Background: an optimization exercise with open tools, aiming at small area, a short achievable clock period and few clock cycles per item. Do not read the settings as production practice. Function was checked by simulation only, so behaviour that the tests miss may differ from the original.

`flow/design.v`:
```
module aes256_ctr_mode (
  input  logic         clk,
  input  logic         rst,
  input  logic [31:0]  config_register,
  output logic [31:0]  status_register,
  input  logic [255:0] input_key,
  input  logic [127:0] input_iv,
  output logic         s_axis_tready,
  input  logic         s_axis_tvalid,
  input  logic         s_axis_tlast,
  input  logic [127:0] s_axis_tdata,
  input  logic         m_axis_tready,
  output logic         m_axis_tvalid,
  output logic         m_axis_tlast,
  output logic [127:0] m_axis_tdata
);
  function automatic logic [3:0] sbox_a(input logic [7:0] x);
    logic U0, U1, U2, U3, U4, U5, U6, U7;
    logic T1, T2, T3, T4, T5, T6, T7, T8, T9, T10, T11, T12, T13, T14, T15, T16, T17, T18;
    logic T19, T20, T21, T22, T23, T24, T25, T26, T27;
    logic M1, M2, M3, M4, M5, M6, M7, M8, M9, M10, M11, M12, M13, M14, M15, M16, M17, M18;
    logic M19, M20, M21, M22, M23;
    {U0, U1, U2, U3, U4, U5, U6, U7} = x;
    T1 = U0 ^ U3;   T2 = U0 ^ U5;   T3 = U0 ^ U6;   T4 = U3 ^ U5;
    T5 = U4 ^ U6;   T6 = T1 ^ T5;   T7 = U1 ^ U2;   T8 = U7 ^ T6;
    T9 = U7 ^ T7;   T10 = T6 ^ T7;  T11 = U1 ^ U5;  T12 = U2 ^ U5;
    T13 = T3 ^ T4;  T14 = T6 ^ T11; T15 = T5 ^ T11; T16 = T5 ^ T12;
    T17 = T9 ^ T16; T18 = U3 ^ U7;  T19 = T7 ^ T18; T20 = T1 ^ T19;
    T21 = U6 ^ U7;  T22 = T7 ^ T21; T23 = T2 ^ T22; T24 = T2 ^ T10;
    T25 = T20 ^ T17; T26 = T3 ^ T16; T27 = T1 ^ T12;
    M1 = T13 & T6;  M2 = T23 & T8;  M3 = T14 ^ M1;  M4 = T19 & U7;
    M5 = M4 ^ M1;   M6 = T3 & T16;  M7 = T22 & T9;  M8 = T26 ^ M6;
    M9 = T20 & T17; M10 = M9 ^ M6;  M11 = T1 & T15; M12 = T4 & T27;
    M13 = M12 ^ M11; M14 = T2 & T10; M15 = M14 ^ M11; M16 = M3 ^ M2;
    M17 = M5 ^ T24; M18 = M8 ^ M7;  M19 = M10 ^ M15; M20 = M16 ^ M13;
    M21 = M17 ^ M15; M22 = M18 ^ M13; M23 = M19 ^ T25;
    sbox_a = {M20, M21, M22, M23};
  endfunction
  function automatic logic [7:0] sbox_b(input logic [7:0] x, input logic [3:0] d);
    logic U0, U1, U2, U3, U4, U5, U6, U7;
    logic T1, T2, T3, T4, T5, T6, T7, T8, T9, T10, T11, T12, T13, T15, T16, T17, T18;
    logic T19, T20, T21, T22, T23, T27;
    logic M20, M21, M22, M23, M24, M25, M26, M27, M28, M29, M30, M31, M32, M33, M34;
    logic M35, M36, M37, M38, M39, M40, M41, M42, M43, M44, M45, M46, M47, M48, M49, M50;
    logic M51, M52, M53, M54, M55, M56, M57, M58, M59, M60, M61, M62, M63;
    logic L0, L1, L2, L3, L4, L5, L6, L7, L8, L9, L10, L11, L12, L13, L14, L15, L16, L17;
    logic L18, L19, L20, L21, L22, L23, L24, L25, L26, L27, L28, L29;
    {U0, U1, U2, U3, U4, U5, U6, U7} = x;
    {M20, M21, M22, M23} = d;
    T1 = U0 ^ U3;   T2 = U0 ^ U5;   T3 = U0 ^ U6;   T4 = U3 ^ U5;
    T5 = U4 ^ U6;   T6 = T1 ^ T5;   T7 = U1 ^ U2;   T8 = U7 ^ T6;
    T9 = U7 ^ T7;   T10 = T6 ^ T7;  T11 = U1 ^ U5;  T12 = U2 ^ U5;
    T13 = T3 ^ T4;  T15 = T5 ^ T11; T16 = T5 ^ T12;
    T17 = T9 ^ T16; T18 = U3 ^ U7;  T19 = T7 ^ T18; T20 = T1 ^ T19;
    T21 = U6 ^ U7;  T22 = T7 ^ T21; T23 = T2 ^ T22; T27 = T1 ^ T12;
    M24 = M22 ^ M23;
    M25 = M22 & M20; M26 = M21 ^ M25; M27 = M20 ^ M21; M28 = M23 ^ M25;
    M29 = M28 & M27; M30 = M26 & M24; M31 = M20 & M23; M32 = M27 & M31;
    M33 = M27 ^ M25; M34 = M21 & M22; M35 = M24 & M34; M36 = M24 ^ M25;
    M37 = M21 ^ M29; M38 = M32 ^ M33; M39 = M23 ^ M30; M40 = M35 ^ M36;
    M41 = M38 ^ M40; M42 = M37 ^ M39; M43 = M37 ^ M38; M44 = M39 ^ M40;
    M45 = M42 ^ M41; M46 = M44 & T6;  M47 = M40 & T8;  M48 = M39 & U7;
    M49 = M43 & T16; M50 = M38 & T9;  M51 = M37 & T17; M52 = M42 & T15;
    M53 = M45 & T27; M54 = M41 & T10; M55 = M44 & T13; M56 = M40 & T23;
    M57 = M39 & T19; M58 = M43 & T3;  M59 = M38 & T22; M60 = M37 & T20;
    M61 = M42 & T1;  M62 = M45 & T4;  M63 = M41 & T2;
    L0 = M61 ^ M62; L1 = M50 ^ M56; L2 = M46 ^ M48; L3 = M47 ^ M55;
    L4 = M54 ^ M58; L5 = M49 ^ M61; L6 = M62 ^ L5;  L7 = M46 ^ L3;
    L8 = M51 ^ M59; L9 = M52 ^ M53; L10 = M53 ^ L4; L11 = M60 ^ L2;
    L12 = M48 ^ M51; L13 = M50 ^ L0; L14 = M52 ^ M61; L15 = M55 ^ L1;
    L16 = M56 ^ L0; L17 = M57 ^ L1; L18 = M58 ^ L8; L19 = M63 ^ L4;
    L20 = L0 ^ L1;  L21 = L1 ^ L7;  L22 = L3 ^ L12; L23 = L18 ^ L2;
    L24 = L15 ^ L9; L25 = L6 ^ L10; L26 = L7 ^ L9;  L27 = L8 ^ L10;
    L28 = L11 ^ L14; L29 = L11 ^ L17;
    sbox_b = {L6 ^ L24, ~(L16 ^ L26), ~(L19 ^ L28), L6 ^ L21,
              L20 ^ L22, L25 ^ L29, ~(L13 ^ L27), ~(L6 ^ L23)};
  endfunction
  function automatic logic [63:0] sub_a(input logic [127:0] st);
    logic [63:0] res;
    for (int i = 0; i < 16; i++)
      res[63-4*i -: 4] = sbox_a(st[127-8*i -: 8]);
    sub_a = res;
  endfunction
  function automatic logic [127:0] sub_b_shift(input logic [127:0] st, input logic [63:0] d);
    logic [127:0] res;
    int           i;
    for (int c = 0; c < 4; c++)
      for (int r = 0; r < 4; r++) begin
        i = 4*((c+r)%4) + r;
        res[127-8*(4*c+r) -: 8] = sbox_b(st[127-8*i -: 8], d[63-4*i -: 4]);
      end
    sub_b_shift = res;
  endfunction
  function automatic logic [7:0] xtime(input logic [7:0] b);
    xtime = {b[6:0], 1'b0} ^ (b[7] ? 8'h1b : 8'h00);
  endfunction
  function automatic logic [31:0] mix_col(input logic [31:0] col);
    logic [7:0] a0, a1, a2, a3;
    {a0, a1, a2, a3} = col;
    mix_col = {xtime(a0) ^ xtime(a1) ^ a1 ^ a2 ^ a3,
               a0 ^ xtime(a1) ^ xtime(a2) ^ a2 ^ a3,
               a0 ^ a1 ^ xtime(a2) ^ xtime(a3) ^ a3,
               xtime(a0) ^ a0 ^ a1 ^ a2 ^ xtime(a3)};
  endfunction
  function automatic logic [127:0] mix_columns(input logic [127:0] st);
    mix_columns = {mix_col(st[127:96]), mix_col(st[95:64]), mix_col(st[63:32]),
                   mix_col(st[31:0])};
  endfunction
  function automatic logic [127:0] next_key(input logic [127:0] old, input logic [31:0] g);
    logic [31:0] w0, w1, w2, w3;
    w0 = old[127:96] ^ g;
    w1 = old[95:64] ^ w0;
    w2 = old[63:32] ^ w1;
    w3 = old[31:0] ^ w2;
    next_key = {w0, w1, w2, w3};
  endfunction
  function automatic logic [127:0] step(input logic [127:0] c, input logic dn);
    logic [127:0] p;
    logic [127:0] q;
    p = c ^ {128{dn}};
    for (int k = 0; k < 7; k++) begin
      q = p;
      for (int i = 0; i < 128; i++)
        if (((i >> k) & 1) == 1)
          q[i] = p[i] & p[((i >> k) << k) - 1];
      p = q;
    end
    step = c ^ {p[126:0], 1'b1};
  endfunction
  logic         load;
  logic         unused_cfg;
  assign load       = config_register[0];
  assign unused_cfg = ^config_register[31:1];
  logic [3:0]   rnd;
  logic [1:0]   sub;
  logic         fin;        
  logic         fin_d;      
  logic         last_ph;    
  assign last_ph = (rnd == 4'd13) && (sub == 2'd2);
  assign fin_d   = (rnd == 4'd13 && sub == 2'd1) || last_ph ||
                   (rnd == 4'd0) || (rnd == 4'd1 && sub == 2'd0);
  logic [255:0] key_q;      
  logic [127:0] ka;         
  logic [127:0] kb;         
  logic [31:0]  gw_q;       
  logic [15:0]  gd_q;       
  logic [31:0]  g_q;        
  logic [31:0]  gw_in;
  logic [31:0]  g_in;
  logic [7:0]   rcon;
  logic         g_rot_q;    
  assign gw_in = rnd[0] ? kb[31:0] : {ka[23:0], ka[31:24]};
  assign rcon  = 8'h01 << ((rnd - 4'd1) >> 1);
  assign g_in  = {sbox_b(gw_q[31:24], gd_q[15:12]), sbox_b(gw_q[23:16], gd_q[11:8]),
                  sbox_b(gw_q[15:8], gd_q[7:4]), sbox_b(gw_q[7:0], gd_q[3:0])}
                 ^ {(rnd[0] ? rcon : 8'h00), 24'h0};
  always_ff @(posedge clk) begin
    if (load)
      key_q <= input_key;
    gw_q <= gw_in;
    gd_q <= {sbox_a(gw_in[31:24]), sbox_a(gw_in[23:16]), sbox_a(gw_in[15:8]),
             sbox_a(gw_in[7:0])};
    g_q  <= g_in;
    if (sub == 2'd1 && !rnd[0])
      ka <= (rnd == 4'd0) ? key_q[127:0] : next_key(ka, g_q);
    if (sub == 2'd1 && rnd[0])
      kb <= next_key((rnd == 4'd1) ? key_q[255:128] : kb, g_q);
  end
  logic [127:0] aa, ab, ac, ba, bb, bc;    
  logic [63:0]  aad, bad;                  
  logic         vaa, vab, vac, vba, vbb, vbc;
  logic [127:0] ctr;        
  logic [2:0]   nfl;        
  logic [2:0]   rw;         
  logic [127:0] ks;
  logic         ready;
  logic         emerge;     
  logic         take;       
  logic         miss;       
  logic         issue;      
  logic         issue_ok;   
  assign ks       = bb ^ kb;
  assign emerge   = fin && vbb;
  assign take     = s_axis_tready && s_axis_tvalid;
  assign miss     = emerge && !take;
  assign issue    = fin && ready && (rw == 3'd0);
  assign issue_ok = issue && !miss;
  always_ff @(posedge clk) begin
    aa  <= bc;
    aad <= sub_a(bc);
    ab  <= sub_b_shift(aa, aad);
    ac  <= mix_columns(ab) ^ ka;
    ba  <= ac;
    bad <= sub_a(ac);
    bb  <= sub_b_shift(ba, bad);
    bc  <= fin ? (ctr ^ key_q[255:128]) : (mix_columns(bb) ^ kb);
  end
  always_ff @(posedge clk) begin
    if (load)
      ctr <= input_iv;
    else if (issue || rw != 3'd0)
      ctr <= step(ctr, rw != 3'd0);
  end
  always_ff @(posedge clk or posedge rst) begin
    if (rst) begin
      rnd   <= '0;
      sub   <= '0;
      fin   <= 1'b0;
      ready <= 1'b0;
      nfl   <= '0;
      rw    <= '0;
      vaa   <= 1'b0;
      vab   <= 1'b0;
      vac   <= 1'b0;
      vba   <= 1'b0;
      vbb   <= 1'b0;
      vbc   <= 1'b0;
    end else if (load) begin
      rnd   <= 4'd13;
      sub   <= 2'd2;
      fin   <= 1'b1;
      ready <= 1'b1;
      nfl   <= '0;
      rw    <= '0;
      vaa   <= 1'b0;
      vab   <= 1'b0;
      vac   <= 1'b0;
      vba   <= 1'b0;
      vbb   <= 1'b0;
      vbc   <= 1'b0;
    end else begin
      if (sub == 2'd2) begin
        sub <= 2'd0;
        rnd <= last_ph ? 4'd0 : rnd + 4'd1;
      end else begin
        sub <= sub + 2'd1;
      end
      fin <= fin_d;
      vaa <= vbc && !miss;
      vab <= vaa && !miss;
      vac <= vab && !miss;
      vba <= vac && !miss;
      vbb <= vba && !miss;
      vbc <= fin ? issue_ok : (vbb && !miss);
      if (miss) begin
        nfl <= '0;
        rw  <= nfl + 3'd1;
      end else begin
        nfl <= nfl + 3'(issue_ok) - 3'(take);
        if (rw != 3'd0)
          rw <= rw - 3'd1;
      end
    end
  end
  logic         o_free;
  logic         s_valid;
  logic         s_last;
  logic [127:0] s_data;
  logic         s_valid_next;
  logic         o_valid_next;
  assign o_free = !m_axis_tvalid || m_axis_tready;
  always_comb begin
    if (o_free) begin
      o_valid_next = s_valid || take;
      s_valid_next = 1'b0;
    end else begin
      o_valid_next = 1'b1;
      s_valid_next = s_valid || take;
    end
  end
  always_ff @(posedge clk) begin
    if (o_free) begin
      m_axis_tdata <= s_valid ? s_data : (s_axis_tdata ^ ks);
      m_axis_tlast <= s_valid ? s_last : s_axis_tlast;
    end
    if (!s_valid) begin
      s_data <= s_axis_tdata ^ ks;
      s_last <= s_axis_tlast;
    end
  end
  always_ff @(posedge clk or posedge rst) begin
    if (rst) begin
      m_axis_tvalid <= 1'b0;
      s_valid       <= 1'b0;
      s_axis_tready <= 1'b0;
    end else if (load) begin
      m_axis_tvalid <= 1'b0;
      s_valid       <= 1'b0;
      s_axis_tready <= 1'b0;
    end else begin
      m_axis_tvalid <= o_valid_next;
      s_valid       <= s_valid_next;
      s_axis_tready <= fin_d && vba && !miss && !s_valid_next;
    end
  end
  assign status_register = {26'd0, 5'd0, ready};
endmodule
```
`flow/run.sh`:
```
#!/bin/bash
# synth_recipe.tcl (not shown) runs the flow's synth.tcl, then flattens the netlist and writes it again
# the make line also repeats each setting of config.mk as NAME=value (left out here)
make -C /OpenROAD-flow-scripts/flow DESIGN_CONFIG=/design/flow/config.mk WORK_HOME=/design/flow/orfs CLKGATE_MAP_FILE= SYNTH_SCRIPT=/design/flow/synth_recipe.tcl finish
```
`flow/config.mk`:
```
export PLATFORM = sky130hd
export DESIGN_NAME = aes256_ctr_mode
export DESIGN_NICKNAME = aes256_ctr_mode
export VERILOG_FILES = /design/flow/design.v
export SDC_FILE = /design/flow/constraint.sdc
export NUM_CORES = 4
export LEC_CHECK = 0
export CAP_MARGIN = 20
export CELL_PAD_IN_SITES_DETAIL_PLACEMENT = 1
export CELL_PAD_IN_SITES_GLOBAL_PLACEMENT = 1
export CORE_MARGIN = 2
export CORE_UTILIZATION = 35
export PLACE_DENSITY = 0.6
export SLEW_MARGIN = 20
```
`flow/constraint.sdc`:
```
create_clock -name core_clock -period 11.0 [get_ports {clk}]
set_input_delay 2.2000 -clock core_clock [delete_from_list [all_inputs] [get_ports {clk}]]
set_output_delay 2.2000 -clock core_clock [all_outputs]
set_load 0.01 [all_outputs]
```
==> impl_results.md, run 1 <==
- IO Port Bufs: 649
- DP HPWL: 409.5 mm
- Via count: 96,210
- Post-synth EDFFs: 769
- FILL cells: 40,470
- Vias/cell: 5.149
- Chip height: 602.7 µm
- First-pass GRT wire length: 704.0 mm
- Crit path required time: 11.70 ns
- DR WL/cell: 26.88 µm
- R2R cell count: 11
- CTS H-Tree Depth: 4
- Cell mode on critical path: buf_4
- Share of cells above drive strength 1: 4.604%
- Tcrit/Tclk final: 48.81%
- Io pins: 712
- Worst Path Max Fanout: 32
- Top-count cell post-synth: xnor2_1
- Mapped Cells: 13,540
- Post-synthesis sequential area ratio: 36.50%
- Cells after DPL: 18,220
- Logic depth of the worst setup path including buffers: 11
- Initial antenna violation count: 31
- Skew-Pair Late Insertion Delay: 0.99 ns
- Root buf cell: clkbuf_16
- Min Hold Slack: 0.3650 ns
- Vias in the first global route: 94,590
- Setup bufs post-CTS: 0
- CTS tree: yes
- Die W: 602.7 µm
- Top-area cell type share of the netlist area: 24.84%
- Clock Pin Slew Worst Setup and Hold Paths: 0.06 ns
- R2r setup slk: 5.63 ns
- Largest delay share family, worst path: simple AND/OR/NAND/NOR gates
- Netlist cell types: 95
- Final setup skew: 0.09264 ns
- Core box area: 356,200 µm²
- Crit-path cells: buf_4 -> nand2b_2 -> buf_4 -> nand3b_1 -> a222oi_1 -> buf_4 -> nand4_1 -> nor4_1 -> nand2_1 -> xnor2_1 -> mux2_2
- # DRC: 0
- Crit. End Element: flop
- Post-CTS Hold Fix Bufs: 0
- Post-synth top area cell: xnor2_1
- Unrepaired setup endpoints after global routing: no
- Final Core Density: 40.28%
- Synthesized cell area: 125,400 µm²
- Top cells by count, synth: xnor2_1 (3,557), xor2_1 (1,176), nor2_1 (1,114)
- CP max stage cell: nor4_1
- Area taken by multi-input logic gates: 75,800 µm²
- Post-route ant nets: 0
- Main synth FF type: dfxtp_1
- Kind of critical path: flop to flop
- Site Rows: 219
- # setup viols final: 0
- Fin Setup TNS: 0 ns
- Final hold violation count: 0
- Slew @ Worst Pin: 1.401 ns
- CP bufs+invs: 3
- Fin nets: 14,330
- Post-Layout Cell Count: 18,680
- Die area: 363,200 µm²
- Largest net degree at the start of global routing: 158
- Initial core utilization: 35.21%
- Peak Freq: 186.2 MHz
- Status: finished clean
- R2R Path Start: rw[2]
- Gpl congestion: 0.9478
- Register Area: 45,800 µm²
- Synth Warn #: 1
- Clock sinks: 1,897
- CP Launch Point: rw[2]
- Critical Path Sink: ctr[98]
- TritonRoute pass-1 iters: 6
- Syn avg cell area: 9.267 µm²
- Post-synthesis register bit count: 1,897
- FF-to-FF End: ctr[98]
- Max-cap violations: 0
- Detailed Route WL: 502.3 mm
- Type of origin of the critical path: flop
- CTS buffer count: 227
- Total gr overflow: 0
- DR iter-0 viols: 7,730
- Clock Path Buffers: 4
- Hold WC Path Type: flop to flop
- Slowest stage delay, CP: 1.11 ns
- Max-slew headroom: 5.952%
- Resized cells post-CTS: 0
- Largest cells by area after synthesis: xnor2_1 (25%), edfxtp_1 (18%), dfxtp_1 (18%)
- Max-slew violations: 0
- Worst Path Arrival: 6.07 ns
- Area grow syn2layout: 14.38%
- Total GRT Usage: 26.78%
- Fin crit period: 5.369 ns
- Async set or reset register ratio after synthesis: 1.212%
[worst min-delay path by stage]
| stage | startpoint | endpoint | depth (start not counted) |
|---|---|---|---|
| 2_1_floorplan | bc[103] | aa[103] | 0 |
| 3_3_place_gp | bc[123] | aa[123] | 0 |
| 3_5_place_dp | bc[83] | aa[83] | 0 |
| 4_1_cts | bc[83] | aa[83] | 0 |
| 5_1_grt | bc[83] | aa[83] | 0 |
| 6_report | bc[83] | aa[83] | 0 |
[stage by stage]
step / cell area [µm²] / worst slack [ns]
floorplan: 125500 / 3.540
global placement: 135400 / 5.853
detailed placement: 135500 / 5.853
CTS: 143300 / 5.844
global route: 143400 / 5.603
finish: 143500 / 5.631
[registers in the layout, summed over array words and instances (netlist names), 128 cells and up]
name / cells
key_q: 256
aa: 128
ab: 128
ac: 128
ba: 128
bb: 128
bc: 128
ctr: 128
ka: 128
kb: 128
m_axis_tdata: 128
s_data: 128
[kinds of logic (layout without fill, tap and decap cells)]
| logic type | Yosys count | in the layout | synth area share (%) |
|---|---|---|---|
| compound gates | 2197 | 2197 | 10.61 |
| xor+xnor | 4813 | 4813 | 34.49 |
| fa+ha+maj | 85 | 85 | 0.8479 |
| buf+inv | 1046 | 1382 | 3.254 |
| flops | 1897 | 1897 | 36.50 |
| mux | 317 | 317 | 2.610 |
| other cells | 1 | 62 | 0.002990 |
| simple gates | 3180 | 3180 | 11.68 |
[layer usage]
metal | GRT usage, % | vias up | part of all wire (%)
met5 | 0 | - | 0.0078
met4 | 14.76 | 6 | 6.3
met3 | 3.082 | 681 | 4.7
met2 | 43.98 | 2407 | 47
met1 | 34.24 | 47500 | 42
li1 | - | 45620 | -
[cells in the final DEF (no fill, tap or decap), types with 35 or more instances in the layout]
master,n
nor2b_1,185
or2_2,42
or3_1,60
nor3b_1,35
xnor3_1,74
xnor2_1,3548
nand3_1,156
inv_1,217
nor3_1,168
ha_1,81
clkbuf_1,38
nand4_1,53
nand3b_1,61
a21oi_1,643
nand2_1,945
xor2_1,1176
nor2_1,1112
a22oi_1,67
nand2b_1,123
o31ai_1,43
a21o_1,41
buf_4,75
edfxtp_1,769
o22ai_1,123
clkdlybuf4s50_1,648
dfxtp_1,1105
clkbuf_16,234
and2_1,80
o21ai_0,759
mux2i_1,240
clkinv_2,46
a221oi_1,59
o211ai_1,77
mux2_2,75
and3_1,62
a211oi_1,45
[area by class of cell]
class / instances / share of cell area (%)
Timing Repair Buffer: 729 / 4.980
Antenna cell: 31 / 0.05407
Clock inverter: 134 / 1.084
Sequential cell: 1897 / 31.92
Multi-Input combinational cell: 10620 / 52.84
Tap cell: 4751 / 4.143
Inverter: 225 / 0.5887
Clock buffer: 294 / 4.392
Testbench counts, summed over its fixed seeds: cycles 19,511, items 2,583.
==> run 2, diff against run 1 <==
--- a/flow/design.v
+++ b/flow/design.v
@@ -114,18 +114,18 @@
     w3 = old[31:0] ^ w2;
     next_key = {w0, w1, w2, w3};
   endfunction
-  function automatic logic [127:0] step(input logic [127:0] c, input logic dn);
-    logic [127:0] p;
-    logic [127:0] q;
-    p = c ^ {128{dn}};
+  function automatic logic [124:0] ones_prefix(input logic [124:0] w);
+    logic [124:0] p;
+    logic [124:0] q;
+    p = w;
     for (int k = 0; k < 7; k++) begin
       q = p;
-      for (int i = 0; i < 128; i++)
+      for (int i = 0; i < 125; i++)
         if (((i >> k) & 1) == 1)
           q[i] = p[i] & p[((i >> k) << k) - 1];
       p = q;
     end
-    step = c ^ {p[126:0], 1'b1};
+    ones_prefix = p;
   endfunction
   logic         load;
   logic         unused_cfg;
@@ -171,7 +171,11 @@
   logic         vaa, vab, vac, vba, vbb, vbc;
   logic [127:0] ctr;        
   logic [2:0]   nfl;        
-  logic [2:0]   rw;         
+  logic [124:0] hi_ones;    
+  logic [3:0]   lo_inc;     
+  logic [3:0]   lo_nxt;     
+  logic [127:0] ctr_inc;    
+  logic [127:0] ctr_nxt;    
   logic [127:0] ks;
   logic         ready;
   logic         emerge;     
@@ -183,8 +187,13 @@
   assign emerge   = fin && vbb;
   assign take     = s_axis_tready && s_axis_tvalid;
   assign miss     = emerge && !take;
-  assign issue    = fin && ready && (rw == 3'd0);
+  assign issue    = fin && ready;
   assign issue_ok = issue && !miss;
+  assign hi_ones = ones_prefix(ctr[127:3]);
+  assign lo_inc  = {1'b0, ctr[2:0]} + 4'd1;
+  assign lo_nxt  = {1'b0, ctr[2:0]} + {1'b0, nfl};
+  assign ctr_inc = {ctr[127:3] ^ ({hi_ones[123:0], 1'b1} & {125{lo_inc[3]}}), lo_inc[2:0]};
+  assign ctr_nxt = {ctr[127:3] ^ ({hi_ones[123:0], 1'b1} & {125{lo_nxt[3]}}), lo_nxt[2:0]};
   always_ff @(posedge clk) begin
     aa  <= bc;
     aad <= sub_a(bc);
@@ -193,13 +202,13 @@
     ba  <= ac;
     bad <= sub_a(ac);
     bb  <= sub_b_shift(ba, bad);
-    bc  <= fin ? (ctr ^ key_q[255:128]) : (mix_columns(bb) ^ kb);
+    bc  <= fin ? (ctr_nxt ^ key_q[255:128]) : (mix_columns(bb) ^ kb);
   end
   always_ff @(posedge clk) begin
     if (load)
       ctr <= input_iv;
-    else if (issue || rw != 3'd0)
-      ctr <= step(ctr, rw != 3'd0);
+    else if (take)
+      ctr <= ctr_inc;
   end
   always_ff @(posedge clk or posedge rst) begin
     if (rst) begin
@@ -208,7 +217,6 @@
       fin   <= 1'b0;
       ready <= 1'b0;
       nfl   <= '0;
-      rw    <= '0;
       vaa   <= 1'b0;
       vab   <= 1'b0;
       vac   <= 1'b0;
@@ -221,7 +229,6 @@
       fin   <= 1'b1;
       ready <= 1'b1;
       nfl   <= '0;
-      rw    <= '0;
       vaa   <= 1'b0;
       vab   <= 1'b0;
       vac   <= 1'b0;
@@ -242,14 +249,10 @@
       vba <= vac && !miss;
       vbb <= vba && !miss;
       vbc <= fin ? issue_ok : (vbb && !miss);
-      if (miss) begin
+      if (miss)
         nfl <= '0;
-        rw  <= nfl + 3'd1;
-      end else begin
+      else
         nfl <= nfl + 3'(issue_ok) - 3'(take);
-        if (rw != 3'd0)
-          rw <= rw - 3'd1;
-      end
     end
   end
   logic         o_free;
==> impl_results.md, run 2 <==
- Status: finished clean
- Largest net degree at the start of global routing: 157 (-0.63%)
- Hold WC Path Type: flop to flop
- Post-synthesis sequential area ratio: 35.68% (-0.82 points)
- Slew @ Worst Pin: 1.331 ns (-0.07003 ns)
- Post-Place Worst Slack: 5.648 ns (-0.2046 ns)
- Async set or reset register ratio after synthesis: 1.056% (-0.16 points)
- Final Worst Setup Slack: 6.393 ns (+0.7625 ns)
- Max reg flops: 256 (unchanged)
- Root buf cell: clkbuf_16
- Clock Pin Slew Worst Setup and Hold Paths: 0.07 ns (about the same)
- Most common cell after layout, fill and taps aside: xnor2_1
- # DRC: 0 (unchanged)
- Netlist cell types: 109 (+15%)
- Total gr overflow: 0 (unchanged)
- # setup viols final: 0 (unchanged)
- Setup bufs post-CTS: 0 (unchanged)
- CTS H-Tree Depth: 4 (unchanged)
- Detailed Route WL: 518.3 mm (+3.2%)
- Tcrit/Tclk final: 41.88% (-6.9 points)
- Synth Warn #: 1 (unchanged)
- Crit path required time: 11.71 ns (about the same)
- Top-count cell post-synth: xnor2_1
- First-pass GRT wire length: 724.7 mm (+2.9%)
- Final hold violation count: 0 (unchanged)
- Initial antenna violation count: 69 (+120%)
- Worst Path Arrival: 5.32 ns (-0.75 ns)
- DP HPWL: 423.9 mm (+3.5%)
- Crit-path cells: nand3_1 -> nor4_1 -> and3_1 -> nand2_1 -> nor4_1 -> nand2_1 -> xnor2_1 -> mux2i_1
- Kind of critical path: flop to flop
- Fin nets: 14,740 (+2.8%)
- Clock Path Buffers: 4 (unchanged)
- Main synth FF type: dfxtp_1
- Min Hold Slack: 0.3793 ns (+0.01422 ns)
- Io pins: 712 (unchanged)
- Final setup skew: 0.09546 ns (+0.002825 ns)
- Die area: 370,900 µm² (+2.1%)
- Clock sinks: 1,894 (-0.16%)
- Skew-Pair Late Insertion Delay: 0.97 ns (-0.02 ns)
- Unrepaired setup endpoints after global routing: no
- DR WL/cell: 27.06 µm (+0.66%)
- Post-synth top area cell: xnor2_1
- Post-CTS Hold Fix Bufs: 0 (unchanged)
- Post-route ant nets: 0 (unchanged)
- Synthesized cell area: 128,100 µm² (+2.1%)
- Chip height: 609.0 µm (+1.1%)
- Share of cells above drive strength 1: 5.040% (+0.44 points)
- Slowest stage delay, CP: 0.99 ns (-0.12 ns)
- FILL cells: 41,630 (+2.9%)
- Syn avg cell area: 9.197 µm² (-0.75%)
- Area grow syn2layout: 13.97%
- Max-slew violations: 0 (unchanged)
- Fin Setup TNS: 0 ns (unchanged)
- TritonRoute pass-1 iters: 6 (unchanged)
- Reg with most FFs: key_q
- Post-synthesis register bit count: 1,894 (-0.16%)
- Mapped Cells: 13,930 (+2.9%)
- Vias/cell: 5.209 (+1.2%)
- Post-synth EDFFs: 769 (unchanged)
- IO Port Bufs: 649 (unchanged)
- Resized cells post-CTS: 0 (unchanged)
- Largest cells by area after synthesis: xnor2_1 (25%), edfxtp_1 (18%), dfxtp_1 (17%)
- Gpl congestion: 1.006 (+6.2%)
- Site Rows: 222 (+1.4%)
- Final Core Density: 40.01% (-0.27 points)
- CP max stage cell: nor4_1
- CTS buffer count: 226 (-0.44%)
- Top cells by count, synth: xnor2_1 (3,641), xor2_1 (1,233), nor2_1 (1,185)
- Vias in the first global route: 97,850 (+3.4%)
- DR iter-0 viols: 8,832 (+14%)
- Largest delay share family, worst path: simple AND/OR/NAND/NOR gates
- Top-area cell type share of the netlist area: 24.89% (+0.054 points)
- Worst Path Max Fanout: 9 (-72%)
- Type of origin of the critical path: flop
- Peak Freq: 217.1 MHz (+17%)
- CP bufs+invs: 0 (-3)
- Crit. End Element: flop
- Initial core utilization: 35.10% (-0.11 points)
- Max-slew headroom: 10.65% (+4.7 points)
- Most frequent cells in the layout: xnor2_1 (3,636), xor2_1 (1,233), nor2_1 (1,182)
- Core box area: 365,000 µm² (+2.5%)
- Fin crit period: 4.607 ns (-0.7625 ns)
- CTS tree: yes
- Max-cap violations: 0 (unchanged)
- Total GRT Usage: 27.01% (+0.23 points)
- Via count: 99,780 (+3.7%)
- Die W: 609.0 µm (+1.1%)
[run 2: cell type report]
cell class                      count  area [µm²]  area share [%]
Multi-Input combinational cell  11050       78520           53.77
Sequential cell                  1894       45720           31.31
Timing Repair Buffer              719        7039           4.821
Clock buffer                      309        6631           4.541
Tap cell                         4816        6026           4.127
Clock inverter                    117        1186          0.8123
Inverter                          217       814.5          0.5578
Antenna cell                       33       82.58         0.05655
[run 2: per-layer routing]
layer | up-vias | routed length (µm) | global-route usage, %
met4 | 10 | 31500 | 14.31
met2 | 2765 | 235600 | 43.51
met5 | - | 71 | 0
met1 | 49530 | 224800 | 35.58
met3 | 730 | 26320 | 2.867
li1 | 46750 | - | -
[run 2: worst paths after layout]
path                         start             to  slack, ns  cells after the start
min                        bc[101]        aa[101]       0.38                      0
max                        ctr[27]        bc[119]       6.39                      8
max in group asynchronous      rst            fin       8.45                      2
min in group asynchronous      rst  m_axis_tvalid       1.83                      2
min reg2reg                bc[101]        aa[101]       0.38                      0
max reg2reg                ctr[27]        bc[119]       6.39                      8
[run 2: cell families after synthesis]
logic type      after synthesis  synth area share, %
fa+ha+maj                    88               0.8672
xor+xnor                   4965                34.85
compound gates             2212                10.52
mux                         319                2.606
other cells                   1             0.002927
buf+inv                    1017                3.203
simple gates               3434                12.27
flops                      1894                35.68
[run 2: through the flow]
step	cells	area, µm²
2_1_floorplan	13960	128200
3_3_place_gp	18700	138100
3_5_place_dp	18700	138100
4_1_cts	19120	145900
5_1_grt	19140	146000
6_report	19150	146000
[run 2: worst reg2reg max path: cells and delay by family (launching register included)]
family,cells,cell delay (ns)
xor gates and xnor gates,1,0.20
and+or+nand+nor,6,3.51
muxes,1,0.14
DFF,1,0.50
Testbench counts of run 2, summed over its fixed seeds: cycles 19,511, items 2,583.
==> run 3, diff against run 2 <==
--- a/flow/design.v
+++ b/flow/design.v
@@ -106,13 +106,13 @@
     mix_columns = {mix_col(st[127:96]), mix_col(st[95:64]), mix_col(st[63:32]),
                    mix_col(st[31:0])};
   endfunction
-  function automatic logic [127:0] next_key(input logic [127:0] old, input logic [31:0] g);
+  function automatic logic [127:0] key_prefix(input logic [127:0] k);
     logic [31:0] w0, w1, w2, w3;
-    w0 = old[127:96] ^ g;
-    w1 = old[95:64] ^ w0;
-    w2 = old[63:32] ^ w1;
-    w3 = old[31:0] ^ w2;
-    next_key = {w0, w1, w2, w3};
+    w0 = k[127:96];
+    w1 = k[95:64] ^ w0;
+    w2 = k[63:32] ^ w1;
+    w3 = k[31:0] ^ w2;
+    key_prefix = {w0, w1, w2, w3};
   endfunction
   function automatic logic [124:0] ones_prefix(input logic [124:0] w);
     logic [124:0] p;
@@ -148,8 +148,11 @@
   logic [31:0]  gw_in;
   logic [31:0]  g_in;
   logic [7:0]   rcon;
-  logic         g_rot_q;    
-  assign gw_in = rnd[0] ? kb[31:0] : {ka[23:0], ka[31:24]};
+  logic         gsel_q;     
+  logic         ka_rs_q;    
+  logic         kb_rs_q;    
+  logic [127:0] kb_old;     
+  assign gw_in = gsel_q ? kb[31:0] : {ka[23:0], ka[31:24]};
   assign rcon  = 8'h01 << ((rnd - 4'd1) >> 1);
   assign g_in  = {sbox_b(gw_q[31:24], gd_q[15:12]), sbox_b(gw_q[23:16], gd_q[11:8]),
                   sbox_b(gw_q[15:8], gd_q[7:4]), sbox_b(gw_q[7:0], gd_q[3:0])}
@@ -162,10 +165,15 @@
              sbox_a(gw_in[7:0])};
     g_q  <= g_in;
     if (sub == 2'd1 && !rnd[0])
-      ka <= (rnd == 4'd0) ? key_q[127:0] : next_key(ka, g_q);
+      ka <= ka_rs_q ? key_q[127:0] : (key_prefix(ka) ^ {4{g_q}});
     if (sub == 2'd1 && rnd[0])
-      kb <= next_key((rnd == 4'd1) ? key_q[255:128] : kb, g_q);
+      kb <= kb_old ^ {4{g_q}};
+    if (sub == 2'd1)
+      gsel_q <= rnd[0];
+    ka_rs_q <= (rnd == 4'd0) && (sub == 2'd0);
+    kb_rs_q <= (rnd == 4'd1) && (sub == 2'd0);
   end
+  assign kb_old = kb_rs_q ? key_prefix(key_q[255:128]) : key_prefix(kb);
   logic [127:0] aa, ab, ac, ba, bb, bc;    
   logic [63:0]  aad, bad;                  
   logic         vaa, vab, vac, vba, vbb, vbc;
==> flow/flow/run.sh (new file) <==
#!/bin/bash
# The standard layout (standard synthesis and ORFS steps, the standard flow's config.mk and SDC), with
# one change: the port buffers that ORFS puts on every input and output are buf_4 cells
# instead of the resizer's default choice (a slow delay buffer). The make output goes to
# standard_flow.log; ORFS's per-step logs are under orfs/logs/.
set -euo pipefail
here=$(pwd)
bash standard.sh finish "BUFFER_PORTS_ARGS=-buffer_cell sky130_fd_sc_hd__buf_4" \
  > "$here/standard_flow.log" 2>&1
==> flow/standard.sh (new file) <==
#!/bin/bash
# synth_recipe.tcl (not shown) runs the flow's synth.tcl, then flattens the netlist and writes it again
# the make line also repeats each setting of config.mk as NAME=value (left out here)
make -C /OpenROAD-flow-scripts/flow DESIGN_CONFIG=/design/flow/config.mk WORK_HOME=/design/flow/orfs CLKGATE_MAP_FILE= SYNTH_SCRIPT=/design/flow/synth_recipe.tcl "${@:-finish}"
removed: flow/run.sh
==> impl_results.md, run 3 <==
- R2r setup slk: 6.62 ns (+0.22 ns)
- Synthesized cell area: 129,000 µm² (+0.73%)
- Async set or reset register ratio after synthesis: 1.054% (-0.0017 points)
- Slew @ Worst Pin: 1.357 ns (+0.02631 ns)
- Site Rows: 222 (unchanged)
- Root buf cell: clkbuf_16
- Core box area: 366,400 µm² (+0.38%)
- TritonRoute pass-1 iters: 5 (-1)
- Share of cells above drive strength 1: 9.532% (+4.5 points)
- Largest cells by area after synthesis: xnor2_1 (26%), edfxtp_1 (18%), dfxtp_1 (17%)
- Max-slew violations: 0 (unchanged)
- Die W: 611.2 µm (+0.36%)
- Worst Path Arrival: 5.20 ns (-0.12 ns)
- First-pass GRT wire length: 715.9 mm (-1.2%)
- Top cells by count, synth: xnor2_1 (3,786), xor2_1 (1,321), nor2_1 (1,209)
- Worst Path Max Fanout: 9 (unchanged)
- Setup bufs post-CTS: 0 (unchanged)
- DR iter-0 viols: 7,440 (-16%)
- Post-synth EDFFs: 770 (+0.13%)
- Tcrit/Tclk final: 39.85% (-2.0 points)
- Skew-Pair Late Insertion Delay: 1.01 ns (+0.04 ns)
- Via count: 98,500 (-1.3%)
- Top-count cell post-synth: xnor2_1
- Hold WC Path Type: flop to flop
- Post-CTS Hold Fix Bufs: 0 (unchanged)
- IO Port Bufs: 649 (unchanged)
- Clock sinks: 1,897 (+0.16%)
- Max-cap violations: 0 (unchanged)
- Die area: 373,600 µm² (+0.72%)
- Vias in the first global route: 96,630 (-1.3%)
- Crit. End Element: flop
- Final setup skew: 0.1595 ns (+0.06399 ns)
- Reg with most FFs: key_q
- Max reg flops: 256 (unchanged)
- Largest net degree at the start of global routing: 168 (+7.0%)
- Clock Pin Slew Worst Setup and Hold Paths: 0.06 ns (about the same)
- Min Hold Slack: 0.3552 ns (-0.02403 ns)
- Crit path required time: 11.81 ns (+0.10 ns)
- Post-Synth XOR/XNOR Area: 36.15% (+1.3 points)
- Kind of critical path: flop to flop
- Final hold violation count: 0 (unchanged)
- Initial antenna violation count: 47 (-32%)
- Unrepaired setup endpoints after global routing: no
- Simple-Gate Fraction of Synth Area: 11.66% (-0.61 points)
- Gpl congestion: 0.9758 (-3.0%)
- Peak Freq: 228.1 MHz (+5.1%)
- # DRC: 0 (unchanged)
- # setup viols final: 0 (unchanged)
- Post-synth top area cell: xnor2_1
- Post-synthesis sequential area ratio: 35.48% (-0.20 points)
- CTS H-Tree Depth: 4 (unchanged)
- Initial core utilization: 35.22% (+0.12 points)
- Synth Warn #: 1 (unchanged)
- Resized cells post-CTS: 0 (unchanged)
- Post-Synth Adder-Cell Area: 0.8358% (-0.031 points)
- Area grow syn2layout: 12.47%
- Total GRT Usage: 26.71% (-0.30 points)
- Top-area cell type share of the netlist area: 25.70% (+0.80 points)
- CTS tree: yes
- CTS buffer count: 229 (+1.3%)
- Main synth FF type: dfxtp_1
- Most common cell after layout, fill and taps aside: xnor2_1
- Chip height: 611.2 µm (+0.36%)
- Syn avg cell area: 9.226 µm² (+0.32%)
- Fin crit period: 4.384 ns (-0.2229 ns)
- DR WL/cell: 26.95 µm (-0.41%)
- Clock Path Buffers: 4 (unchanged)
- Cell Area, Placed: 137,100 µm² (-0.71%)
- Post-route ant nets: 0 (unchanged)
- Post-synthesis register bit count: 1,897 (+0.16%)
- Post-Layout Cell Count: 19,170 (+0.094%)
- Type of origin of the critical path: flop
- Post-route cell area: 145,100 µm² (-0.60%)
- Fin nets: 14,760 (+0.088%)
- Cells after DPL: 18,710 (+0.059%)
- Detailed Route WL: 516.7 mm (-0.32%)
- Largest family of logic cells by synthesized area: XOR/XNOR gates
- Io pins: 712 (unchanged)
- Vias/cell: 5.138 (-1.4%)
- Post-synthesis compound-gate area fraction: 10.07% (-0.45 points)
- Mapped Cells: 13,990 (+0.41%)
- Fin Setup TNS: 0 ns (unchanged)
- Most frequent cells in the layout: xnor2_1 (3,784), xor2_1 (1,321), nor2_1 (1,209)
- Total gr overflow: 0 (unchanged)
- Max-slew headroom: 8.888% (-1.8 points)
- Portion of netlist area occupied by mux cells: 2.472% (-0.13 points)
- DP HPWL: 423.2 mm (-0.15%)
- Status: finished clean
- Netlist cell types: 103 (-5.5%)
run 3: cell count changes after synthesis, sizes merged, moves of 28 or more:
| cell | previous run | this run |
|---|---|---|
| mux2 | 74 | 109 |
| mux2i | 245 | 195 |
| buf | 169 | 255 |
| clkbuf | 631 | 603 |
| or2 | 67 | 32 |
| xor2 | 1244 | 1334 |
| a21oi | 757 | 611 |
| and2 | 115 | 80 |
| nand2 | 1075 | 1170 |
| nor3 | 172 | 125 |
| xnor2 | 3650 | 3798 |
| nand3 | 178 | 140 |
| inv | 212 | 168 |
run 3: layout make-up:
class                           instances  area, µm²
Antenna cell                           36      90.09
Multi-Input combinational cell      11090      79130
Clock inverter                         95       1114
Fill cell                           41720     221200
Inverter                              171      641.9
Sequential cell                      1897      45800
Tap cell                             4816       6026
Timing Repair Buffer                  731       5520
Clock buffer                          335       6817
run 3: logic make-up (layout without fill, tap and decap cells):
| logic type | Yosys count | count (layout) |
|---|---|---|
| xor+xnor | 5198 | 5198 |
| flops | 1897 | 1897 |
| buf+inv | 1029 | 1332 |
| compound gates | 2115 | 2115 |
| other cells | 1 | 67 |
| simple gates | 3358 | 3358 |
| mux | 304 | 304 |
| fa+ha+maj | 85 | 85 |
run 3: path summary, 6_finish.rpt:
| check | startpoint | endpoint | depth (start not counted) |
|---|---|---|---|
| max | ctr[11] | bc[121] | 9 |
| min | ac[20] | ba[20] | 0 |
| max reg2reg | ctr[11] | bc[121] | 9 |
| min reg2reg | ac[20] | ba[20] | 0 |
| max in group asynchronous | rst | fin | 2 |
| min in group asynchronous | rst | rnd[0] | 2 |
run 3: worst max-delay path, stage by stage, from the launching register on:
cell	delay, ns
edfxtp_1	0.49
and3_1	0.22
nand3_1	0.55
nor4_4	0.58
buf_4	0.30
nand4_2	0.34
nor3_1	0.66
nand2_1	0.15
xnor2_1	0.71
a21oi_1	0.15
run 3: metal layers:
layer / GRT usage, % / up-vias / share of wire (%)
met5: 0 / - / 0.022
met4: 14.91 / 10 / 6.4
met2: 43.56 / 2319 / 46
li1: - / 46580 / -
met3: 2.592 / 719 / 4.3
met1: 34.62 / 48870 / 43
run 3: stage by stage:
stage	utilization [%]	worst slack [ns]
floorplan	-	4.385
global placement	37.42	5.781
detailed placement	37.42	5.727
CTS	39.59	6.760
global route	39.61	6.509
finish	39.62	6.616
Testbench counts of run 3, summed over its fixed seeds: cycles 19,511, items 2,583.
==> run 4, diff against run 3 <==
--- a/flow/design.v
+++ b/flow/design.v
@@ -14,7 +14,7 @@
   output logic         m_axis_tlast,
   output logic [127:0] m_axis_tdata
 );
-  function automatic logic [3:0] sbox_a(input logic [7:0] x);
+  function automatic logic [11:0] sbox_a(input logic [7:0] x);
     logic U0, U1, U2, U3, U4, U5, U6, U7;
     logic T1, T2, T3, T4, T5, T6, T7, T8, T9, T10, T11, T12, T13, T14, T15, T16, T17, T18;
     logic T19, T20, T21, T22, T23, T24, T25, T26, T27;
@@ -34,25 +34,20 @@
     M13 = M12 ^ M11; M14 = T2 & T10; M15 = M14 ^ M11; M16 = M3 ^ M2;
     M17 = M5 ^ T24; M18 = M8 ^ M7;  M19 = M10 ^ M15; M20 = M16 ^ M13;
     M21 = M17 ^ M15; M22 = M18 ^ M13; M23 = M19 ^ T25;
-    sbox_a = {M20, M21, M22, M23};
+    sbox_a = {T1, T2, T3, T6, T8, T9, T15, T19, M20, M21, M22, M23};
   endfunction
-  function automatic logic [7:0] sbox_b(input logic [7:0] x, input logic [3:0] d);
-    logic U0, U1, U2, U3, U4, U5, U6, U7;
-    logic T1, T2, T3, T4, T5, T6, T7, T8, T9, T10, T11, T12, T13, T15, T16, T17, T18;
-    logic T19, T20, T21, T22, T23, T27;
+  function automatic logic [7:0] sbox_b(input logic [11:0] h);
+    logic U7;
+    logic T1, T2, T3, T4, T6, T8, T9, T10, T13, T15, T16, T17, T19, T20, T22, T23, T27;
     logic M20, M21, M22, M23, M24, M25, M26, M27, M28, M29, M30, M31, M32, M33, M34;
     logic M35, M36, M37, M38, M39, M40, M41, M42, M43, M44, M45, M46, M47, M48, M49, M50;
     logic M51, M52, M53, M54, M55, M56, M57, M58, M59, M60, M61, M62, M63;
     logic L0, L1, L2, L3, L4, L5, L6, L7, L8, L9, L10, L11, L12, L13, L14, L15, L16, L17;
     logic L18, L19, L20, L21, L22, L23, L24, L25, L26, L27, L28, L29;
-    {U0, U1, U2, U3, U4, U5, U6, U7} = x;
-    {M20, M21, M22, M23} = d;
-    T1 = U0 ^ U3;   T2 = U0 ^ U5;   T3 = U0 ^ U6;   T4 = U3 ^ U5;
-    T5 = U4 ^ U6;   T6 = T1 ^ T5;   T7 = U1 ^ U2;   T8 = U7 ^ T6;
-    T9 = U7 ^ T7;   T10 = T6 ^ T7;  T11 = U1 ^ U5;  T12 = U2 ^ U5;
-    T13 = T3 ^ T4;  T15 = T5 ^ T11; T16 = T5 ^ T12;
-    T17 = T9 ^ T16; T18 = U3 ^ U7;  T19 = T7 ^ T18; T20 = T1 ^ T19;
-    T21 = U6 ^ U7;  T22 = T7 ^ T21; T23 = T2 ^ T22; T27 = T1 ^ T12;
+    {T1, T2, T3, T6, T8, T9, T15, T19, M20, M21, M22, M23} = h;
+    T4 = T1 ^ T2;   T10 = T8 ^ T9;  T13 = T3 ^ T4;  T20 = T1 ^ T19;
+    T22 = T3 ^ T20; T23 = T2 ^ T22; T27 = T15 ^ T10; U7 = T6 ^ T8;
+    T16 = T6 ^ T27; T17 = T9 ^ T16;
     M24 = M22 ^ M23;
     M25 = M22 & M20; M26 = M21 ^ M25; M27 = M20 ^ M21; M28 = M23 ^ M25;
     M29 = M28 & M27; M30 = M26 & M24; M31 = M20 & M23; M32 = M27 & M31;
@@ -75,19 +70,19 @@
     sbox_b = {L6 ^ L24, ~(L16 ^ L26), ~(L19 ^ L28), L6 ^ L21,
               L20 ^ L22, L25 ^ L29, ~(L13 ^ L27), ~(L6 ^ L23)};
   endfunction
-  function automatic logic [63:0] sub_a(input logic [127:0] st);
-    logic [63:0] res;
+  function automatic logic [191:0] sub_a(input logic [127:0] st);
+    logic [191:0] res;
     for (int i = 0; i < 16; i++)
-      res[63-4*i -: 4] = sbox_a(st[127-8*i -: 8]);
+      res[191-12*i -: 12] = sbox_a(st[127-8*i -: 8]);
     sub_a = res;
   endfunction
-  function automatic logic [127:0] sub_b_shift(input logic [127:0] st, input logic [63:0] d);
+  function automatic logic [127:0] sub_b_shift(input logic [191:0] h);
     logic [127:0] res;
     int           i;
     for (int c = 0; c < 4; c++)
       for (int r = 0; r < 4; r++) begin
         i = 4*((c+r)%4) + r;
-        res[127-8*(4*c+r) -: 8] = sbox_b(st[127-8*i -: 8], d[63-4*i -: 4]);
+        res[127-8*(4*c+r) -: 8] = sbox_b(h[191-12*i -: 12]);
       end
     sub_b_shift = res;
   endfunction
@@ -142,8 +137,7 @@
   logic [255:0] key_q;      
   logic [127:0] ka;         
   logic [127:0] kb;         
-  logic [31:0]  gw_q;       
-  logic [15:0]  gd_q;       
+  logic [47:0]  gh_q;       
   logic [31:0]  g_q;        
   logic [31:0]  gw_in;
   logic [31:0]  g_in;
@@ -154,14 +148,13 @@
   logic [127:0] kb_old;     
   assign gw_in = gsel_q ? kb[31:0] : {ka[23:0], ka[31:24]};
   assign rcon  = 8'h01 << ((rnd - 4'd1) >> 1);
-  assign g_in  = {sbox_b(gw_q[31:24], gd_q[15:12]), sbox_b(gw_q[23:16], gd_q[11:8]),
-                  sbox_b(gw_q[15:8], gd_q[7:4]), sbox_b(gw_q[7:0], gd_q[3:0])}
+  assign g_in  = {sbox_b(gh_q[47:36]), sbox_b(gh_q[35:24]), sbox_b(gh_q[23:12]),
+                  sbox_b(gh_q[11:0])}
                  ^ {(rnd[0] ? rcon : 8'h00), 24'h0};
   always_ff @(posedge clk) begin
     if (load)
       key_q <= input_key;
-    gw_q <= gw_in;
-    gd_q <= {sbox_a(gw_in[31:24]), sbox_a(gw_in[23:16]), sbox_a(gw_in[15:8]),
+    gh_q <= {sbox_a(gw_in[31:24]), sbox_a(gw_in[23:16]), sbox_a(gw_in[15:8]),
              sbox_a(gw_in[7:0])};
     g_q  <= g_in;
     if (sub == 2'd1 && !rnd[0])
@@ -174,8 +167,8 @@
     kb_rs_q <= (rnd == 4'd1) && (sub == 2'd0);
   end
   assign kb_old = kb_rs_q ? key_prefix(key_q[255:128]) : key_prefix(kb);
-  logic [127:0] aa, ab, ac, ba, bb, bc;    
-  logic [63:0]  aad, bad;                  
+  logic [191:0] aa, ba;                    
+  logic [127:0] ab, ac, bb, bc;            
   logic         vaa, vab, vac, vba, vbb, vbc;
   logic [127:0] ctr;        
   logic [2:0]   nfl;        
@@ -203,13 +196,11 @@
   assign ctr_inc = {ctr[127:3] ^ ({hi_ones[123:0], 1'b1} & {125{lo_inc[3]}}), lo_inc[2:0]};
   assign ctr_nxt = {ctr[127:3] ^ ({hi_ones[123:0], 1'b1} & {125{lo_nxt[3]}}), lo_nxt[2:0]};
   always_ff @(posedge clk) begin
-    aa  <= bc;
-    aad <= sub_a(bc);
-    ab  <= sub_b_shift(aa, aad);
+    aa  <= sub_a(bc);
+    ab  <= sub_b_shift(aa);
     ac  <= mix_columns(ab) ^ ka;
-    ba  <= ac;
-    bad <= sub_a(ac);
-    bb  <= sub_b_shift(ba, bad);
+    ba  <= sub_a(ac);
+    bb  <= sub_b_shift(ba);
     bc  <= fin ? (ctr_nxt ^ key_q[255:128]) : (mix_columns(bb) ^ kb);
   end
   always_ff @(posedge clk) begin
==> flow/flow/run.sh (replaced) <==
#!/bin/bash
# The standard layout (the standard flow's config.mk and SDC, ORFS's steps and scripts), with two changes:
#  - synthesis maps the logic with flow/abc.script, a shorter ABC script than ORFS's speed
#    script (one choice computation and one mapping pass, then ORFS's usual buffering and
#    sizing). Everything else in synthesis, including the flip-flop mapping, is unchanged.
#  - the port buffers that ORFS puts on every input and output are buf_4 cells instead of the
#    resizer's default choice (a slow delay buffer).
# The make output goes to standard_flow.log; ORFS's per-step logs are under orfs/logs/.
set -euo pipefail
here=$(pwd)
rm -rf "$here/scripts"
cp -r "$FLOW_HOME/scripts" "$here/scripts"
cp "$here/flow/abc.script" "$here/scripts/abc_speed.script"
bash standard.sh finish SCRIPTS_DIR="$here/scripts" \
  "BUFFER_PORTS_ARGS=-buffer_cell sky130_fd_sc_hd__buf_4" \
  > "$here/standard_flow.log" 2>&1
==> flow/flow/abc.script (new file) <==
&get -n
&st
&dch
&nf
&put
buffer -c
topo
stime -c
upsize -c
dnsize -c
==> impl_results.md, run 4 <==
- Status: finished clean
- Simple-Gate Fraction of Synth Area: 8.759% (-2.9 points)
- DR iter-0 viols: 5,719 (-23%)
- Synth Warn #: 1 (unchanged)
- Chip height: 571.4 µm (-6.5%)
- Largest net degree at the start of global routing: 179 (+6.5%)
- TritonRoute pass-1 iters: 6 (+1)
- Post-synth EDFFs: 770 (unchanged)
- Hold Startpoint: vaa
- Portion of netlist area occupied by mux cells: 1.027% (-1.4 points)
- Unrepaired setup endpoints after global routing: no
- Post-route ant nets: 0 (unchanged)
- Initial antenna violation count: 51 (+8.5%)
- Clock Path Buffers: 4 (unchanged)
- WHS Endpoint: vab
- CTS buffer count: 221 (-3.5%)
- Type of origin of the critical path: flop
- Netlist cell types: 69 (-33%)
- Largest family of logic cells by synthesized area: XOR/XNOR gates
- Worst Path Arrival: 5.28 ns (+0.08 ns)
- R2r setup slk: 6.49 ns (-0.12 ns)
- Post-Synth Adder-Cell Area: 0.9573% (+0.12 points)
- Die W: 571.4 µm (-6.5%)
- Cells after DPL: 15,740 (-16%)
- CTS H-Tree Depth: 4 (unchanged)
- R2R Path Start: ctr[2]
- Vias/cell: 4.840 (-5.8%)
- Post-Layout Cell Count: 16,190 (-16%)
- Post-synthesis register bit count: 1,897 (unchanged)
- Max-slew violations: 0 (unchanged)
- Resized cells post-CTS: 0 (unchanged)
- Final setup skew: 0.06429 ns (-0.09516 ns)
- Max-slew headroom: 11.48% (+2.6 points)
- Tcrit/Tclk final: 40.98% (+1.1 points)
- First-pass GRT wire length: 624.6 mm (-13%)
- Final hold violation count: 0 (unchanged)
- Max reg flops: 256 (unchanged)
- Fin Setup TNS: 0 ns (unchanged)
- Area grow syn2layout: 15.30%
- Routed wl met3: 20.96 mm (-6.6%)
- Top-area cell type share of the netlist area: 29.11% (+3.4 points)
- Total gr overflow: 0 (unchanged)
- Root buf cell: clkbuf_16
- Worst Path Max Fanout: 43 (+34)
- Hold WC Path Type: flop to flop
- Largest delay share family, worst path: simple AND/OR/NAND/NOR gates
- Post-synth top area cell: xnor2_1
- Skew-Pair Late Insertion Delay: 0.93 ns (-0.08 ns)
- FF-to-FF End: bc[61]
- Crit path required time: 11.77 ns (-0.04 ns)
- Setup bufs post-CTS: 0 (unchanged)
- Top-count cell post-synth: xnor2_1
- Mapped Cells: 11,080 (-21%)
- CTS tree: yes
- FILL cells: 35,660 (-15%)
- Met1 Wirelength: 202.8 mm (-8.8%)
- Die area: 326,400 µm² (-13%)
- CP bufs+invs: 3 (+2)
- Post-synthesis compound-gate area fraction: 3.859% (-6.2 points)
- Top Layer Used: met4
- R2R cell count: 12 (+3)
- Post-synthesis sequential area ratio: 40.64% (+5.2 points)
- Register Area: 45,800 µm² (about the same)
- Peak Freq: 221.8 MHz (-2.8%)
- Post-Synth XOR/XNOR Area: 42.77% (+6.6 points)
- Clock sinks: 1,897 (unchanged)
- Max-cap violations: 0 (unchanged)
- Total GRT Usage: 27.11% (+0.40 points)
- Largest regs: key_q x256, aa x192, ba x192
- Main synth FF type: dfxtp_1
- Hold-critical path depth: 1 (+1)
- Met2 wire length: 203.1 mm (-15%)
- Reg with most FFs: key_q
- Crit. End Element: flop
- Synthesized cell area: 112,700 µm² (-13%)
- Top cells by count, synth: xnor2_1 (3,744), xor2_1 (1,666), nand2_1 (1,116)
- Slowest stage delay, CP: 0.63 ns (-0.08 ns)
- Site Rows: 208 (-6.3%)
- Crit-path cells: ha_1 -> nand3_1 -> and2_2 -> buf_4 -> inv_1 -> buf_4 -> and3_1 -> nand4_1 -> nor2_1 -> nand4_1 -> xnor2_1 -> mux2i_1
- Async set or reset register ratio after synthesis: 1.054% (unchanged)
- Most common cell after layout, fill and taps aside: xnor2_1
- Clock Pin Slew Worst Setup and Hold Paths: 0.06 ns (about the same)
- DR WL/cell: 27.92 µm (+3.6%)
- Largest cells by area after synthesis: xnor2_1 (29%), edfxtp_1 (21%), dfxtp_1 (20%)
- Share of cells above drive strength 1: 9.891% (+0.36 points)
- Kind of critical path: flop to flop
- Fin crit period: 4.508 ns (+0.1242 ns)
- DP HPWL: 376.3 mm (-11%)
- Most frequent cells in the layout: xnor2_1 (3,742), xor2_1 (1,666), nand2_1 (1,116)
- # DRC: 0 (unchanged)
- Core box area: 320,600 µm² (-12%)
- Vias in the first global route: 81,910 (-15%)
- Post-CTS Hold Fix Bufs: 0 (unchanged)
- Io pins: 712 (unchanged)
- Gpl congestion: 0.9537 (-2.3%)
- Via count: 78,380 (-20%)
- CP max stage cell: and3_1
- Area taken by multi-input logic gates: 64,800 µm² (-18%)
- Detailed Route WL: 452.0 mm (-13%)
- # setup viols final: 0 (unchanged)
- Slew @ Worst Pin: 1.318 ns (-0.03859 ns)
- IO Port Bufs: 649 (unchanged)
- Min Hold Slack: 0.4610 ns (+0.1058 ns)
- Syn avg cell area: 10.17 µm² (+10%)
- Fin nets: 12,290 (-17%)
- Initial core utilization: 35.14% (-0.085 points)
## run 4: cell count changes after synthesis, moves of 143 or more
cell	delta
o21ai_0	-242
nor2_1	-849
buf_2	-143
xor2_1	+345
clkbuf_1	-286
a21oi_1	-464
## run 4: routing by layer
| metal | up-vias | global-route usage (%) |
|---|---|---|
| li1 | 36660 | - |
| met1 | 39050 | 36.62 |
| met2 | 2090 | 43.18 |
| met3 | 581 | 2.833 |
| met4 | 0 | 13.13 |
| met5 | - | 0 |
## run 4: kinds of logic after synthesis
group,count (synthesis)
buffers and inverters,548
other,1
and+or+nand+nor,2169
adders and majority gates,85
DFF,1897
muxes,115
AOI/OAI and AO/OA,811
xor gates and xnor gates,5449
## run 4: cell type report
cell class	instances	share of cell area (%)
antenna	39	0.07513
clock buffer	274	4.676
timing repair buffer	727	4.236
clock inverter	140	1.281
inverter	151	0.4363
tap	4305	4.147
multi-input combinational	8660	49.89
sequential	1897	35.26
## run 4: worst max-delay path by stage
| stage | cells after the start | slack [ns] | startpoint | to |
|---|---|---|---|---|
| after global placement | 4 | 5.89 | config_register[0] | key_q[1] |
| after global routing | 12 | 6.25 | ctr[2] | bc[61] |
| final | 12 | 6.49 | ctr[2] | bc[61] |
| after floorplan | 4 | 4.36 | config_register[0] | ctr[0] |
| after detailed placement | 4 | 5.81 | config_register[0] | key_q[3] |
| after CTS | 12 | 6.51 | ctr[2] | bc[61] |
## run 4: stage by stage
| stage | util, % | instance area (µm²) | setup WS, ns |
|---|---|---|---|
| 4_1_cts | 40.48 | 129800 | 6.514 |
| 6_report | 40.51 | 129900 | 6.492 |
| 3_5_place_dp | 38.07 | 122100 | 5.807 |
| 2_1_floorplan | - | 112800 | 4.363 |
| 3_3_place_gp | 38.07 | 122000 | 5.887 |
| 5_1_grt | 40.50 | 129900 | 6.253 |
## run 4: worst register-to-register path: cells and delay by family, from the launching register on
kind	cells	cell delay, ns
multiplexers	1	0.16
buffers and inverters	3	0.84
flip-flops	1	0.45
adder cells (fa/ha/maj)	1	0.37
AND/OR/NAND/NOR	6	1.97
XOR/XNOR	1	0.58
Testbench counts of run 4, summed over its fixed seeds: cycles 19,511, items 2,583.

## re-timing with driven ports
How much do the figures lean on ideal ports? The routed layouts below were timed once more, with nothing changed but the port constraints.
Step 1: set_driving_cell puts a clkbuf_16 on clk and a buf_2 on each other input, an assumption about the parent block.
Step 2 adds t to the input delays and takes it off the output delays; t is the mean of the earliest and latest rising clock arrival at the registers after step 1. Input paths then give back, and output paths get back, about the clock's delay inside the block.
Slacks: ideal ports / drivers / drivers and shift; pairs: ideal ports / drivers.
run	shift t [ns]	slack for setup (ns)	hold slack, ns	worst register clock-pin slew, ns
run 1	1.052	5.631 / 5.631 / 5.631	0.365 / 0.365 / 0.365	0.07 / 0.07
run 2	1.033	6.393 / 6.330 / 5.533	0.379 / 0.379 / 0.379	0.08 / 0.08
run 3	1.044	6.616 / 6.616 / 5.750	0.355 / 0.355 / 0.355	0.07 / 0.07
run 4	1.015	6.492 / 6.492 / 5.742	0.461 / 0.461 / 0.461	0.07 / 0.07
After both steps setup and hold are still met in every run listed. The setup slack of run 3, which loses most, moves by 0.000 ns with the drivers and by -0.866 ns with both steps.
